Background: an optimization exercise with open tools, aiming at small area, a short achievable clock period and few clock cycles per item. Do not read the settings as production practice. RTL that was checked went through simulation tests only; none was proved equivalent to the original. Power figures rest on the tool's default switching activity, not on a simulated workload.

## region_average_color_core
module region_average_color_core (
	input  logic       clk,
	input  logic       arst_n,
	input  logic       cfg_wr_en,
	input  logic [1:0] cfg_index,
	input  logic [11:0] cfg_data,
	input  logic        pixel_valid,
	output logic        pixel_ready,
	input  logic [10:0] pixel_x,
	input  logic [10:0] pixel_y,
	input  logic [7:0]  pixel_blue,
	input  logic [7:0]  pixel_green,
	input  logic [7:0]  pixel_red,
	input  logic        last_pixel,
	output logic        mean_valid,
	input  logic        mean_ready,
	output logic [7:0]  mean_red,
	output logic [7:0]  mean_green,
	output logic [7:0]  mean_blue,
	output logic [22:0] inside_count,
	output logic        region_empty
);
	localparam int CW = rac_pkg::CNT_W;
	logic [1:0] in_x, in_y;
	rac_front u_fx (
		.clk    (clk),
		.arst_n (arst_n),
		.wr_lo  (cfg_wr_en && cfg_index == rac_pkg::REG_LEFT),
		.wr_ext (cfg_wr_en && cfg_index == rac_pkg::REG_WIDTH),
		.data   (cfg_data),
		.p      (pixel_x),
		.hit    (in_x)
	);
	rac_front u_fy (
		.clk    (clk),
		.arst_n (arst_n),
		.wr_lo  (cfg_wr_en && cfg_index == rac_pkg::REG_TOP),
		.wr_ext (cfg_wr_en && cfg_index == rac_pkg::REG_HEIGHT),
		.data   (cfg_data),
		.p      (pixel_y),
		.hit    (in_y)
	);
	logic        take, clr, div;
	logic        s_valid, s_last;
	logic [3:0]  s_hit;
  ...
clock: 6.0 ns
lec_check: 0
cap_margin: 20
core_margin: 2
core_utilization: 40
cts_cluster_diameter: 80
cts_cluster_size: 20
setup_slack_margin: 3.3
slew_margin: 20
standard.sh (not shown) runs the stock make flow with config.mk's settings and CLKGATE_MAP_FILE= SYNTH_SCRIPT=/design/flow/synth_recipe.tcl, a recipe that flattens the netlist after the stock synthesis.
==> flow/flow/run.sh <==
#!/bin/bash
# The standard layout (standard.sh, ORFS from synthesis to finish) with one
# change: the buffer placed on each input and output port is the plain
# sky130_fd_sc_hd__buf_1 instead of the delay cell buffer_ports picks by
# default. make's full output goes to standard.log; ORFS's per-step logs stay
# under orfs/logs/.
set -uo pipefail
export BUFFER_PORTS_ARGS="-buffer_cell sky130_fd_sc_hd__buf_1"
bash standard.sh > standard.log 2>&1
Testbench counts at the start, summed over its fixed seeds: cycles 226,409, pixels 216,409.
Next try:
--- a/flow/design.v
+++ b/flow/design.v
@@ -78,35 +78,53 @@
 	input  logic                        arst_n,
 	input  logic                        wr_lo,
 	input  logic                        wr_ext,
 	input  logic [rac_pkg::REG_W-1:0]   data,
 	input  logic [rac_pkg::COORD_W-1:0] p,
 	output logic [1:0]                  hit    
 );
+	localparam int W = rac_pkg::COORD_W + 1;
 	logic [rac_pkg::COORD_W-1:0] lo_q;
 	logic [rac_pkg::EXT_W-1:0]   ext_q;
-	logic [rac_pkg::COORD_W:0]   hi_q;
 	always_ff @(posedge clk or negedge arst_n) begin
 		if (!arst_n) begin
 			lo_q  <= '0;
 			ext_q <= '0;
 		end else begin
 			if (wr_lo) begin
 				lo_q <= data[rac_pkg::REG_W-1] ? '0 : data[rac_pkg::COORD_W-1:0];
 			end
 			if (wr_ext) begin
 				ext_q <= data[rac_pkg::EXT_W-1:0];
 			end
 		end
 	end
-	always_ff @(posedge clk) begin
-		hi_q <= {1'b0, lo_q} + {1'b0, ext_q};
-	end
-	assign hit[0] = p >= lo_q;
-	assign hit[1] = {1'b0, p} <= hi_q;
+	rac_add #(.W(rac_pkg::COORD_W)) u_ge (
+		.a    (p),
+		.b    (~lo_q),
+		.cin  (1'b1),
+		.sum  (),
+		.cout (hit[0])
+	);
+	logic [W-1:0] a, b, c, sv, cv, mj;
+	logic         cy;
+	assign a  = {1'b0, lo_q};
+	assign b  = {1'b0, ext_q};
+	assign c  = ~{1'b0, p};
+	assign sv = a ^ b ^ c;
+	assign mj = (a & b) | (a & c) | (b & c);
+	assign cv = {mj[W-2:0], 1'b1};
+	rac_add #(.W(W)) u_le (
+		.a    (sv),
+		.b    (cv),
+		.cin  (1'b0),
+		.sum  (),
+		.cout (cy)
+	);
+	assign hit[1] = cy ^ mj[W-1];
 endmodule
 module rac_queue (
 	input  logic                        clk,
 	input  logic                        arst_n,
 	input  logic                        take,
 	input  logic [3:0]                  hit,
 	input  logic [rac_pkg::COLOR_W-1:0] pixel_red,
@@ -119,20 +137,21 @@
 	output logic [rac_pkg::COLOR_W-1:0] s_green,
 	output logic [rac_pkg::COLOR_W-1:0] s_blue,
 	output logic                        s_last
 );
 	always_ff @(posedge clk or negedge arst_n) begin
 		if (!arst_n) begin
 			s_valid <= 1'b0;
+			s_hit   <= 1'b0;
 		end else begin
 			s_valid <= take;
+			s_hit   <= hit & {4{take}};
 		end
 	end
 	always_ff @(posedge clk) begin
-		s_hit   <= hit;
 		s_red   <= pixel_red;
 		s_green <= pixel_green;
 		s_blue  <= pixel_blue;
 		s_last  <= last_pixel;
 	end
 endmodule
 module rac_accum (
@@ -189,15 +208,14 @@
 	assign next = {rem[CW-1:0], acc[LO-1:0], !rem[CW]};
 endmodule
 module rac_div (
 	input  logic       clk,
 	input  logic       arst_n,
 	input  logic       pixel_valid,
 	input  logic       last_pixel,
-	input  logic       cfg_wr_en,
 	input  logic       s_valid,
 	input  logic       s_last,
 	input  logic       counted,
 	input  logic       mean_ready,
 	output logic       pixel_ready,
 	output logic       take,
 	output logic       clr,
@@ -220,15 +238,15 @@
 			open_q      <= 1'b0;
 			clr         <= 1'b1;
 			end_q       <= 1'b0;
 			div         <= 1'b0;
 			mean_valid  <= 1'b0;
 		end else begin
 			open_q      <= open_n;
-			pixel_ready <= open_n && !cfg_wr_en;
+			pixel_ready <= open_n;
 			clr   <= mean_valid && mean_ready;
 			end_q <= s_valid && s_last;
 			if (start) begin
 				div <= 1'b1;
 			end else if (last) begin
 				div <= 1'b0;
 			end
@@ -314,15 +332,15 @@
 		.s_blue      (s_blue),
 		.s_last      (s_last)
 	);
 	localparam int SW = rac_pkg::SUM_W;
 	logic [CW-1:0] tally_q, tally_next;
 	logic          counted, start, last, sub_q, sub_n;
 	logic [SW:0]   acc_r, acc_g, acc_b, step_b;
-	assign counted = s_valid && (&s_hit) && !tally_q[CW-1];
+	assign counted = (&s_hit) && !tally_q[CW-1];
 	rac_inc #(.W(CW)) u_tally (.a(tally_q), .inc(counted), .sum(tally_next));
 	assign sub_n = start || (div && !last && !acc_g[SW]);
 	always_ff @(posedge clk) begin
 		if (clr) begin
 			tally_q <= '0;
 		end else if (start || div) begin
 			tally_q <= tally_q ^ {CW{sub_q ^ sub_n}};
@@ -339,15 +357,14 @@
 	rac_accum u_b (.clk(clk), .clr(clr), .div(div), .add(counted), .color(s_blue),
 		.div_in(acc_g), .acc(acc_b), .mean(mean_blue));
 	rac_div u_ctl (
 		.clk          (clk),
 		.arst_n       (arst_n),
 		.pixel_valid  (pixel_valid),
 		.last_pixel   (last_pixel),
-		.cfg_wr_en    (cfg_wr_en),
 		.s_valid      (s_valid),
 		.s_last       (s_last),
 		.counted      (counted),
 		.mean_ready   (mean_ready),
 		.pixel_ready  (pixel_ready),
 		.take         (take),
 		.clr          (clr),
The changed run passed the timing, DRC and antenna checks. Setup slack got worse by 0.28 ns. Register-to-register slack got worse by 0.14 ns. Combinational power drops by well over a third. Via count drops by a little under a tenth. Wire length drops by roughly a tenth. Synthesized area drops by a few percent. Total power drops by well over a third. Die area drops by a few percent. Sequential power drops by well over a third. Clock-buffer cell count drops by 2. Hold slack got worse by 0.0071 ns. Synthesized cell count drops by a few percent. Clock power is about the same. Cell count drops by a few percent.
No functional check of the RTL was part of the second run of this note.

========
Setup of P:
Another version of the RTL of region_average_color_core (not shown whole).
==> module rac_accum, before the edit <==
module rac_accum (
	input  logic                        clk,
	input  logic                        clr,
	input  logic                        div,
	input  logic                        add,
	input  logic [rac_pkg::COLOR_W-1:0] color,
	input  logic [rac_pkg::SUM_W:0]     div_in,
	output logic [rac_pkg::SUM_W:0]     acc,
	output logic                        sgn,
	output logic [rac_pkg::COLOR_W-1:0] mean
);
	localparam int SW = rac_pkg::SUM_W;
	localparam int MW = rac_pkg::COLOR_W;
	logic [SW:0] acc_q;
	logic        cy_q;
	logic [MW-1:0]    lo_sum;
	logic             lo_cy;
	logic [SW-MW-1:0] hi_sum;
	rac_add #(.W(MW)) u_lo (.a(acc_q[MW-1:0]), .b(color), .cin(1'b0), .sum(lo_sum), .cout(lo_cy));
	rac_inc #(.W(SW-MW)) u_hi (.a(acc_q[SW-1:MW]), .inc(cy_q), .sum(hi_sum));
	always_ff @(posedge clk) begin
		if (clr) begin
			acc_q <= '0;
			cy_q  <= 1'b0;
		end else if (div) begin
			acc_q <= div_in;
			cy_q  <= div_in[SW];
		end else begin
			acc_q <= {1'b0, hi_sum, add ? lo_sum : acc_q[MW-1:0]};
			cy_q  <= add && lo_cy;
		end
	end
	assign acc  = acc_q;
	assign sgn  = cy_q;
	assign mean = acc_q[MW-1:0];
endmodule
==> module rac_step, before the edit <==
module rac_step (
	input  logic [rac_pkg::SUM_W:0]   acc,
	input  logic                      neg,    
	input  logic [rac_pkg::CNT_W-1:0] tally,
	output logic [rac_pkg::SUM_W:0]   next
);
	localparam int SW = rac_pkg::SUM_W;
	localparam int CW = rac_pkg::CNT_W;
	localparam int LO = SW - CW;   
	logic [CW:0] rem;
	rac_add #(.W(CW+1)) u_add (
		.a    (acc[SW:LO]),
		.b    ({1'b0, tally} ^ {(CW+1){!neg}}),
		.cin  (!neg),
		.sum  (rem),
		.cout ()
	);
	assign next = {rem[CW-1:0], acc[LO-1:0], !rem[CW]};
endmodule
==> module rac_div, before the edit <==
module rac_div (
	input  logic       clk,
	input  logic       arst_n,
	input  logic       pixel_valid,
	input  logic       last_pixel,
	input  logic       s_valid,
	input  logic       s_last,
	input  logic       counted,
	input  logic       mean_ready,
	output logic       pixel_ready,
	output logic       take,
	output logic       clr,
	output logic       div,
	output logic       mean_valid,
	output logic       region_empty
);
	logic       open_q, open_n;
	logic       end_q;
	logic [4:0] step_q;
	assign take = pixel_valid && pixel_ready;
	assign open_n = (open_q || clr || (mean_valid && mean_ready)) && !(take && last_pixel);
	always_ff @(posedge clk or negedge arst_n) begin
		if (!arst_n) begin
			pixel_ready <= 1'b0;
			open_q      <= 1'b0;
			clr         <= 1'b1;
			end_q       <= 1'b0;
			div         <= 1'b0;
			mean_valid  <= 1'b0;
		end else begin
			open_q      <= open_n;
			pixel_ready <= open_n;
			clr   <= mean_valid && mean_ready;
			end_q <= s_valid && s_last;
			if (end_q && !region_empty) begin
				div <= 1'b1;
			end else if (step_q == '0) begin
				div <= 1'b0;
			end
			if (mean_valid && mean_ready) begin
				mean_valid <= 1'b0;
			end else if ((div && step_q == '0) || (end_q && region_empty)) begin
				mean_valid <= 1'b1;
			end
		end
	end
	always_ff @(posedge clk) begin
		if (clr) begin
			region_empty <= 1'b1;
		end else if (counted) begin
			region_empty <= 1'b0;
		end
		if (div) begin
			step_q <= step_q - 1'b1;
		end else begin
			step_q <= 5'd23;
		end
	end
endmodule
==> module region_average_color_core, before the edit <==
module region_average_color_core (
	input  logic       clk,
	input  logic       arst_n,
	input  logic       cfg_wr_en,
	input  logic [1:0] cfg_index,
	input  logic [11:0] cfg_data,
	input  logic        pixel_valid,
	output logic        pixel_ready,
	input  logic [10:0] pixel_x,
	input  logic [10:0] pixel_y,
	input  logic [7:0]  pixel_blue,
	input  logic [7:0]  pixel_green,
	input  logic [7:0]  pixel_red,
	input  logic        last_pixel,
	output logic        mean_valid,
	input  logic        mean_ready,
	output logic [7:0]  mean_red,
	output logic [7:0]  mean_green,
	output logic [7:0]  mean_blue,
	output logic [22:0] inside_count,
	output logic        region_empty
);
	localparam int CW = rac_pkg::CNT_W;
	logic [1:0] in_x, in_y;
	rac_front u_fx (
		.clk    (clk),
		.arst_n (arst_n),
		.wr_lo  (cfg_wr_en && cfg_index == rac_pkg::REG_LEFT),
		.wr_ext (cfg_wr_en && cfg_index == rac_pkg::REG_WIDTH),
		.data   (cfg_data),
		.p      (pixel_x),
		.hit    (in_x)
	);
	rac_front u_fy (
		.clk    (clk),
		.arst_n (arst_n),
		.wr_lo  (cfg_wr_en && cfg_index == rac_pkg::REG_TOP),
		.wr_ext (cfg_wr_en && cfg_index == rac_pkg::REG_HEIGHT),
		.data   (cfg_data),
		.p      (pixel_y),
		.hit    (in_y)
	);
	logic        take, clr, div;
	logic        s_valid, s_last;
	logic [3:0]  s_hit;
	logic [7:0]  s_red, s_green, s_blue;
	rac_queue u_in (
		.clk         (clk),
		.arst_n      (arst_n),
		.take        (take),
		.hit         ({in_y, in_x}),
		.pixel_red   (pixel_red),
		.pixel_green (pixel_green),
		.pixel_blue  (pixel_blue),
		.last_pixel  (last_pixel),
		.s_valid     (s_valid),
		.s_hit       (s_hit),
		.s_red       (s_red),
		.s_green     (s_green),
		.s_blue      (s_blue),
		.s_last      (s_last)
	);
	logic [CW-1:0] tally_q;
	logic          counted;
	logic [CW-1:0] tally_next;
	assign counted = s_valid && (&s_hit) && !tally_q[CW-1];
	rac_inc #(.W(CW)) u_tally (.a(tally_q), .inc(counted), .sum(tally_next));
	always_ff @(posedge clk) begin
		if (clr) begin
			tally_q <= '0;
		end else begin
			tally_q <= tally_next;
		end
	end
	localparam int SW = rac_pkg::SUM_W;
	logic [SW:0] acc_r, acc_g, acc_b, step_b;
	logic        sgn_r, sgn_g, sgn_b;
	rac_step u_step (.acc(acc_b), .neg(sgn_b), .tally(tally_q), .next(step_b));
	rac_accum u_r (.clk(clk), .clr(clr), .div(div), .add(counted), .color(s_red),
		.div_in(step_b), .acc(acc_r), .sgn(sgn_r), .mean(mean_red));
	rac_accum u_g (.clk(clk), .clr(clr), .div(div), .add(counted), .color(s_green),
		.div_in(acc_r), .acc(acc_g), .sgn(sgn_g), .mean(mean_green));
	rac_accum u_b (.clk(clk), .clr(clr), .div(div), .add(counted), .color(s_blue),
		.div_in(acc_g), .acc(acc_b), .sgn(sgn_b), .mean(mean_blue));
	rac_div u_ctl (
		.clk          (clk),
		.arst_n       (arst_n),
		.pixel_valid  (pixel_valid),
		.last_pixel   (last_pixel),
		.s_valid      (s_valid),
		.s_last       (s_last),
		.counted      (counted),
		.mean_ready   (mean_ready),
		.pixel_ready  (pixel_ready),
		.take         (take),
		.clr          (clr),
		.div          (div),
		.mean_valid   (mean_valid),
		.region_empty (region_empty)
	);
	assign inside_count = tally_q;
endmodule
Settings: LEC_CHECK=0, CAP_MARGIN=20, CORE_MARGIN=2, CORE_UTILIZATION=40, SETUP_SLACK_MARGIN=3.3, SLEW_MARGIN=20; clock period 6.0 ns.
Scripts as last shown in full above: flow/flow/run.sh
P: flow completed, timing, DRC and antenna clean
What Q does differently from P at the input level:
--- a/flow/design.v
+++ b/flow/design.v
@@ -146,11 +146,10 @@
 	input  logic                        div,
 	input  logic                        add,
 	input  logic [rac_pkg::COLOR_W-1:0] color,
 	input  logic [rac_pkg::SUM_W:0]     div_in,
 	output logic [rac_pkg::SUM_W:0]     acc,
-	output logic                        sgn,
 	output logic [rac_pkg::COLOR_W-1:0] mean
 );
 	localparam int SW = rac_pkg::SUM_W;
 	localparam int MW = rac_pkg::COLOR_W;
 	logic [SW:0] acc_q;
@@ -164,34 +163,33 @@
 		if (clr) begin
 			acc_q <= '0;
 			cy_q  <= 1'b0;
 		end else if (div) begin
 			acc_q <= div_in;
-			cy_q  <= div_in[SW];
+			cy_q  <= 1'b0;
 		end else begin
 			acc_q <= {1'b0, hi_sum, add ? lo_sum : acc_q[MW-1:0]};
 			cy_q  <= add && lo_cy;
 		end
 	end
 	assign acc  = acc_q;
-	assign sgn  = cy_q;
 	assign mean = acc_q[MW-1:0];
 endmodule
 module rac_step (
 	input  logic [rac_pkg::SUM_W:0]   acc,
-	input  logic                      neg,    
-	input  logic [rac_pkg::CNT_W-1:0] tally,
+	input  logic                      sub,
+	input  logic [rac_pkg::CNT_W-1:0] opnd,
 	output logic [rac_pkg::SUM_W:0]   next
 );
 	localparam int SW = rac_pkg::SUM_W;
 	localparam int CW = rac_pkg::CNT_W;
 	localparam int LO = SW - CW;   
 	logic [CW:0] rem;
 	rac_add #(.W(CW+1)) u_add (
 		.a    (acc[SW:LO]),
-		.b    ({1'b0, tally} ^ {(CW+1){!neg}}),
-		.cin  (!neg),
+		.b    ({sub, opnd}),
+		.cin  (sub),
 		.sum  (rem),
 		.cout ()
 	);
 	assign next = {rem[CW-1:0], acc[LO-1:0], !rem[CW]};
 endmodule
@@ -206,17 +204,21 @@
 	input  logic       mean_ready,
 	output logic       pixel_ready,
 	output logic       take,
 	output logic       clr,
 	output logic       div,
+	output logic       start,
+	output logic       last,
 	output logic       mean_valid,
 	output logic       region_empty
 );
 	logic       open_q, open_n;
 	logic       end_q;
 	logic [4:0] step_q;
-	assign take = pixel_valid && pixel_ready;
+	assign take  = pixel_valid && pixel_ready;
+	assign start = end_q && !region_empty;
+	assign last  = step_q == '0;
 	assign open_n = (open_q || clr || (mean_valid && mean_ready)) && !(take && last_pixel);
 	always_ff @(posedge clk or negedge arst_n) begin
 		if (!arst_n) begin
 			pixel_ready <= 1'b0;
 			open_q      <= 1'b0;
@@ -227,18 +229,18 @@
 		end else begin
 			open_q      <= open_n;
 			pixel_ready <= open_n;
 			clr   <= mean_valid && mean_ready;
 			end_q <= s_valid && s_last;
-			if (end_q && !region_empty) begin
+			if (start) begin
 				div <= 1'b1;
-			end else if (step_q == '0) begin
+			end else if (last) begin
 				div <= 1'b0;
 			end
 			if (mean_valid && mean_ready) begin
 				mean_valid <= 1'b0;
-			end else if ((div && step_q == '0) || (end_q && region_empty)) begin
+			end else if ((div && last) || (end_q && region_empty)) begin
 				mean_valid <= 1'b1;
 			end
 		end
 	end
 	always_ff @(posedge clk) begin
@@ -314,32 +316,34 @@
 		.s_red       (s_red),
 		.s_green     (s_green),
 		.s_blue      (s_blue),
 		.s_last      (s_last)
 	);
-	logic [CW-1:0] tally_q;
-	logic          counted;
-	logic [CW-1:0] tally_next;
+	localparam int SW = rac_pkg::SUM_W;
+	logic [CW-1:0] tally_q, tally_next;
+	logic          counted, start, last, sub_q, sub_n;
+	logic [SW:0]   acc_r, acc_g, acc_b, step_b;
 	assign counted = s_valid && (&s_hit) && !tally_q[CW-1];
 	rac_inc #(.W(CW)) u_tally (.a(tally_q), .inc(counted), .sum(tally_next));
+	assign sub_n = start || (div && !last && !acc_g[SW]);
 	always_ff @(posedge clk) begin
 		if (clr) begin
 			tally_q <= '0;
+		end else if (start || div) begin
+			tally_q <= tally_q ^ {CW{sub_q ^ sub_n}};
 		end else begin
 			tally_q <= tally_next;
 		end
+		sub_q <= sub_n;
 	end
-	localparam int SW = rac_pkg::SUM_W;
-	logic [SW:0] acc_r, acc_g, acc_b, step_b;
-	logic        sgn_r, sgn_g, sgn_b;
-	rac_step u_step (.acc(acc_b), .neg(sgn_b), .tally(tally_q), .next(step_b));
+	rac_step u_step (.acc(acc_b), .sub(sub_q), .opnd(tally_q), .next(step_b));
 	rac_accum u_r (.clk(clk), .clr(clr), .div(div), .add(counted), .color(s_red),
-		.div_in(step_b), .acc(acc_r), .sgn(sgn_r), .mean(mean_red));
+		.div_in(step_b), .acc(acc_r), .mean(mean_red));
 	rac_accum u_g (.clk(clk), .clr(clr), .div(div), .add(counted), .color(s_green),
-		.div_in(acc_r), .acc(acc_g), .sgn(sgn_g), .mean(mean_green));
+		.div_in(acc_r), .acc(acc_g), .mean(mean_green));
 	rac_accum u_b (.clk(clk), .clr(clr), .div(div), .add(counted), .color(s_blue),
-		.div_in(acc_g), .acc(acc_b), .sgn(sgn_b), .mean(mean_blue));
+		.div_in(acc_g), .acc(acc_b), .mean(mean_blue));
 	rac_div u_ctl (
 		.clk          (clk),
 		.arst_n       (arst_n),
 		.pixel_valid  (pixel_valid),
 		.last_pixel   (last_pixel),
@@ -349,10 +353,12 @@
 		.mean_ready   (mean_ready),
 		.pixel_ready  (pixel_ready),
 		.take         (take),
 		.clr          (clr),
 		.div          (div),
+		.start        (start),
+		.last         (last),
 		.mean_valid   (mean_valid),
 		.region_empty (region_empty)
 	);
 	assign inside_count = tally_q;
 endmodule
==> comparison <==
Compared Q against P; cell count within noise. Min total of cells resized after clock tree synthesis across P and Q: P. Count of clock tree sinks, Q vs P: up slightly. Fraction of synthesized cell area in xor and xnor cells, P and Q: higher on P. Diff P -> Q: max-cap violation count about even; final worst-path setup slack fell 13 ps; flip-flop and latch count rose 0.49%; first-iteration DRC count rose about 2.7%; area after detailed placement fell about 0.5%. Between P and Q, the overall power after layout is lower for Q. The share of power burned in registers in Q was higher than what P gave. On aggregate global-route resource usage, Q tracks P almost exactly. As far as utilization of the core after routing is concerned, Q and P perform about the same. | global-route met2 utilization | Q vs P | ≈ equal |.
No functional check of the RTL was part of any run of this note.

afterwards: timing with drivers on the ports:
The flow's constraints put no driver on any port. The routed layouts listed below were extracted and timed again, unchanged, in two steps.
Step 1 (the two cells are an assumption about what drives the block):
set clk [get_ports {clk}]
set_driving_cell -lib_cell sky130_fd_sc_hd__clkbuf_16 $clk
set_driving_cell -lib_cell sky130_fd_sc_hd__buf_2 [delete_from_list [all_inputs] $clk]
Step 2 adds t to the input delays and takes it off the output delays; t is the mean of the earliest and latest rising clock arrival at the registers after step 1. Input paths then give back, and output paths get back, about the clock's delay inside the block.
a / b / c = no drivers / after step 1 / after step 2; a / b = the first two.
| run | t, ns | slack for setup (ns) | hold WS [ns] | worst register clock-pin slew, ns | worst data-port slew with drivers (ns) |
|---|---|---|---|---|---|
| the first run of note 1 | 0.536 | 3.412 / 3.439 / 2.903 | 0.414 / 0.414 / 0.414 | 0.09 / 0.09 | 0.07 |
| the second run of note 1 | 0.540 | 3.134 / 3.147 / 2.606 | 0.407 / 0.407 / 0.407 | 0.09 / 0.09 | 0.07 |
| P | 0.573 | 3.279 / 3.312 / 2.740 | 0.407 / 0.407 / 0.407 | 0.06 / 0.06 | 0.08 |
| Q | 0.567 | 3.267 / 3.276 / 2.709 | 0.401 / 0.401 / 0.401 | 0.06 / 0.06 | 0.07 |
After both steps setup and hold are still met in every run listed. The setup slack of Q, which loses most, moves by +0.009 ns with the drivers and by -0.558 ns with both steps.
